Source: an optimization exercise on an open RTL-to-GDS flow (aim: small area and a short achievable clock period). Production flows keep margins and buffers that such runs may drop. Only simulation tests tie the RTL to the original design; equivalence was not proved. No driver is modelled on the clock port, so clocking that relies on it looks cheaper here than on a real chip. Power figures rest on the tool's default switching activity, not on a simulated workload.

## or_tree
module or_tree (
    input  logic                    clk,
    input  logic                    rst_n,
    input  logic                    alloc_valid,
    input  or_tree_pkg::alloc_req_t alloc_req,
    input  logic                    free_valid,
    input  or_tree_pkg::free_req_t  free_req,
    output logic                    alloc_rsp_valid,
    output or_tree_pkg::alloc_rsp_t alloc_rsp,
    output logic                    free_rsp_valid,
    output or_tree_pkg::free_rsp_t  free_rsp,
    output logic                    at_update_valid,
    output or_tree_pkg::at_update_t at_update
);
    function automatic or_tree_pkg::level_bits_t level_full(logic [7:0] l);
        level_full = {|l,
                      (|l[3:0]) & (|l[7:4]),
                      (|l[1:0]) & (|l[3:2]) & (|l[5:4]) & (|l[7:6]),
                      &l};
    endfunction
    logic                    s1_alloc_valid;
    logic                    s1_free_valid;
    or_tree_pkg::req_id_t    s1_id;
    logic [1:0]              s1_hi;
    logic [31:0]             s1_lo;
    or_tree_pkg::req_size_e  s1_size;
    or_tree_pkg::page_ofs_t  s1_ofs;
    logic                    s2_alloc_valid;
    logic                    s2_free_valid;
    or_tree_pkg::req_id_t    s2_id;
    or_tree_pkg::tree_idx_t  s2_block;
    or_tree_pkg::page_ofs_t  s2_ofs;
    logic [7:0]              s2_leaves;
    logic [7:0]              rd_data;
    or_tree_pkg::page_ofs_t  pick_ofs;
    logic                    pick_fail;
    logic [7:0]              pick_take;
    logic [3:0]              s2_size_oh;
    or_tree_pkg::level_bits_t alloc_levels;
    or_tree_pkg::level_bits_t free_levels;
    logic                    chk_fail;
    logic [7:0]              chk_kept;
    logic [7:0]              new_leaves;
    or_tree_pkg::tree_idx_t  in_block;
    or_tree_pkg::tree_idx_t  s1_block;
    logic                    upd_ok;
    logic                    clr;
  ...
For scale: about 67 I/O pins, about 0.023 mm² of cells after synthesis.
==> flow/config.mk <==
export PLATFORM = sky130hd
export DESIGN_NAME = or_tree
export DESIGN_NICKNAME = or_tree
export VERILOG_FILES = /design/flow/design.v
export SDC_FILE = /design/flow/constraint.sdc
export NUM_CORES = 4
export LEC_CHECK = 0
export CAP_MARGIN = 20
export CORE_MARGIN = 2
export CORE_UTILIZATION = 60
export SETUP_SLACK_MARGIN = 2.5
export SLEW_MARGIN = 20
==> flow/constraint.sdc <==
create_clock -name core_clock -period 5.0 [get_ports {clk}]
set_input_delay 1.0000 -clock core_clock [delete_from_list [all_inputs] [get_ports {clk}]]
set_output_delay 1.0000 -clock core_clock [all_outputs]
set_load 0.01 [all_outputs]
standard.sh (not shown) runs the stock make flow with config.mk's settings and CLKGATE_MAP_FILE= SYNTH_SCRIPT=/design/flow/synth_recipe.tcl, a recipe that flattens the netlist after the stock synthesis.
==> flow/flow/run.sh <==
#!/bin/bash
# Layout flow: the standard layout (standard.sh), with these changes.
# 0. The port buffers that global placement inserts are buf_2 cells.
# 1. TritonCTS clusters up to 25 sinks per leaf buffer (clkbuf_16 only), so the tree has
#    fewer, fuller leaf buffers.
set -euo pipefail
R=orfs/results/${FLOW_PLATFORM}/or_tree/base
export BUFFER_PORTS_ARGS="-buffer_cell sky130_fd_sc_hd__buf_2"
export CTS_ARGS="-sink_clustering_enable -repair_clock_nets -sink_clustering_size 25 -sink_clustering_max_diameter 100 -buf_list sky130_fd_sc_hd__clkbuf_16"
bash standard.sh cts > log_standard_to_cts.txt 2>&1
IN_ODB=$R/4_cts.odb OUT_ODB=$R/4_cts.odb openroad -no_init -exit flow/fixclk.tcl > log_fixclk.txt 2>&1
bash standard.sh finish > log_standard_finish.txt 2>&1
==> flow/flow/fixclk.tcl <==
read_db $::env(IN_ODB)
set block [ord::get_db_block]
set port_net [[$block findBTerm clk] getNet]
set root ""
foreach it [$port_net getITerms] { set root [$it getInst] }
set rname [$root getName]
set out_net ""
foreach it [$root getITerms] { if {[$it isOutputSignal]} { set out_net [$it getNet] } }
set loads {}
foreach it [$out_net getITerms] { if {[$it getInst] != $root} { lappend loads $it } }
puts "root $rname ([[$root getMaster] getName]) drives [llength $loads] pins"
if {[llength $loads] > 4} { error "root drives too many pins" }
foreach it $loads { $it disconnect; $it connect $port_net }
odb::dbInst_destroy $root
odb::dbNet_destroy $out_net
write_db $::env(OUT_ODB)
Change:
--- a/flow/config.mk
+++ b/flow/config.mk
@@ -9,4 +9,4 @@
 export CORE_MARGIN = 2
 export CORE_UTILIZATION = 60
-export SETUP_SLACK_MARGIN = 2.5
+export SETUP_SLACK_MARGIN = 3
 export SLEW_MARGIN = 20
Outcome: Wire length came out higher by 3.3%. Maximum frequency came out higher by 14%. Cell area came out higher by 1.7%. Worst hold slack barely changes. Total power came out higher by 1.4%. Via count came out higher by 2.4%. Setup slack is better by 0.31 ns. Clock power is about the same. Synthesized cell count is unchanged. Non-clock buffer count came out higher by 6. Global-route usage came out higher by 0.46 points.
Change:
--- a/flow/config.mk
+++ b/flow/config.mk
@@ -9,4 +9,4 @@
 export CORE_MARGIN = 2
 export CORE_UTILIZATION = 60
-export SETUP_SLACK_MARGIN = 3
+export SETUP_SLACK_MARGIN = 4
 export SLEW_MARGIN = 20
Result: The changed run finished with timing, DRC and antenna clean. Power is higher by 21%. Critical path depth drops by 1. Routed wire length climbs by 37%. Final cell count grows by 16%. Sequential cell count stays the same. Design area climbs by 30%. Setup slack is better by 0.096 ns. Worst hold slack gets worse by 0.020 ns.
Change:
==> flow/flow/run.sh (replaced) <==
#!/bin/bash
# Layout flow: the standard layout (standard.sh), with these changes.
# 0. The port buffers that global placement inserts are buf_2 cells.
# 1. TritonCTS clusters up to 25 sinks per leaf buffer (clkbuf_16 only), so the tree has
#    fewer, fuller leaf buffers.
# 3. Timing repair may resize a cell to one of another footprint (MATCH_CELL_FOOTPRINT=0).
# Each tool's full output goes to a log file in this folder (ORFS's own logs are under orfs/logs).
set -euo pipefail
export BUFFER_PORTS_ARGS="-buffer_cell sky130_fd_sc_hd__buf_2"
export CTS_ARGS="-sink_clustering_enable -repair_clock_nets -sink_clustering_size 25 -sink_clustering_max_diameter 100 -buf_list sky130_fd_sc_hd__clkbuf_16"
export POST_CTS_TCL="$PWD/flow/post_cts.tcl"
bash standard.sh MATCH_CELL_FOOTPRINT=0 SKIP_CTS_REPAIR_TIMING=1 finish > log_standard.txt 2>&1
==> flow/flow/post_cts.tcl (new file) <==
# Sourced by ORFS's cts.tcl (POST_CTS_TCL) after clock tree synthesis, with the CTS-stage timing
# repair skipped there so that it runs here on the final clock tree.
# 2. Repair setup timing and legalise, as cts.tcl does.
set block [ord::get_db_block]
set port_net [[$block findBTerm clk] getNet]
set root ""
foreach it [$port_net getITerms] { set root [$it getInst] }
set rname [$root getName]
set out_net ""
foreach it [$root getITerms] { if {[$it isOutputSignal]} { set out_net [$it getNet] } }
set loads {}
foreach it [$out_net getITerms] { if {[$it getInst] != $root} { lappend loads $it } }
puts "post_cts: root $rname ([[$root getMaster] getName]) drives [llength $loads] pins"
if {[llength $loads] > 4} { error "root drives too many pins" }
foreach it $loads { $it disconnect; $it connect $port_net }
odb::dbInst_destroy $root
odb::dbNet_destroy $out_net

estimate_parasitics -placement
repair_timing_helper
set result [catch { detailed_placement } msg]
if { $result != 0 } { error "Detailed placement failed after CTS repair: $msg" }
check_placement -verbose
--- a/flow/config.mk
+++ b/flow/config.mk
@@ -9,4 +9,4 @@
 export CORE_MARGIN = 2
 export CORE_UTILIZATION = 60
-export SETUP_SLACK_MARGIN = 4
+export SETUP_SLACK_MARGIN = 3
 export SLEW_MARGIN = 20
removed: flow/flow/fixclk.tcl
What happened: Worst hold slack gains 0.017 ns; setup slack gains 0.025 ns; wire length drops by 28%; synthesized cell count is unchanged; register-to-register slack gains 0.03 ns; synthesized area stays the same; cell area drops by 23%; non-clock buffer count drops by 338; count of clock-buffer cells in the layout is unchanged.
Change:
--- a/flow/config.mk
+++ b/flow/config.mk
@@ -9,4 +9,4 @@
 export CORE_MARGIN = 2
 export CORE_UTILIZATION = 60
-export SETUP_SLACK_MARGIN = 3
+export SETUP_SLACK_MARGIN = 3.15
 export SLEW_MARGIN = 20
What happened: Worst setup slack gains 0.090 ns; via count is about the same; sequential share of layout area came out lower by 1.5 points; count of clock-buffer cells in the layout does not change; first-iteration DRC count came out lower by 11%; clock power barely changes; cell area came out higher by 2.4%; die area stays the same; non-clock buffer count came out higher by 22.
Change:
--- a/flow/config.mk
+++ b/flow/config.mk
@@ -9,4 +9,4 @@
 export CORE_MARGIN = 2
 export CORE_UTILIZATION = 60
-export SETUP_SLACK_MARGIN = 3.15
+export SETUP_SLACK_MARGIN = 3.2
 export SLEW_MARGIN = 20
After rerunning: Total power climbs by 0.45%; register-to-register slack loses 0.14 ns; sequential share of layout area is lower by 1.4 points; area after synthesis stays the same; final cell count rises by 0.78%; global-route usage hardly moves.

afterwards: timing with drivers on the ports:
The flow's constraints put no driver on any port. The routed layouts listed below were extracted and timed again, unchanged, in two steps. Step 1, drivers: a clkbuf_16 drives clk and a buf_2 each remaining input, both assumed. Step 2 times the ports against the registers' clock, not the clock port: input delays grow and output delays shrink by t, the midpoint of the rising clock arrivals with the driver on. Three values: ideal, step 1, step 2; two values: the first two.
| run | shift t [ns] | setup WS [ns] | worst hold slack (ns) |
|---|---|---|---|
| the first run | 0.547 | 2.547 / 2.547 / 2.547 | 0.334 / 0.334 / 0.334 |
| the second run | 0.552 | 2.854 / 2.854 / 2.677 | 0.333 / 0.333 / 0.333 |
| the third run | 0.552 | 2.951 / 2.951 / 2.777 | 0.313 / 0.313 / 0.313 |
| the fourth run | 0.548 | 2.976 / 2.976 / 2.556 | 0.330 / 0.330 / 0.330 |
| the fifth run | 0.535 | 3.065 / 2.988 / 2.795 | 0.332 / 0.332 / 0.332 |
| the sixth run | 0.539 | 3.018 / 2.991 / 2.776 | 0.332 / 0.332 / 0.332 |
After both steps setup and hold are still met in every run listed. For the fourth run, which loses most, drivers alone change the setup slack by 0.000 ns; drivers and shift together by -0.420 ns.
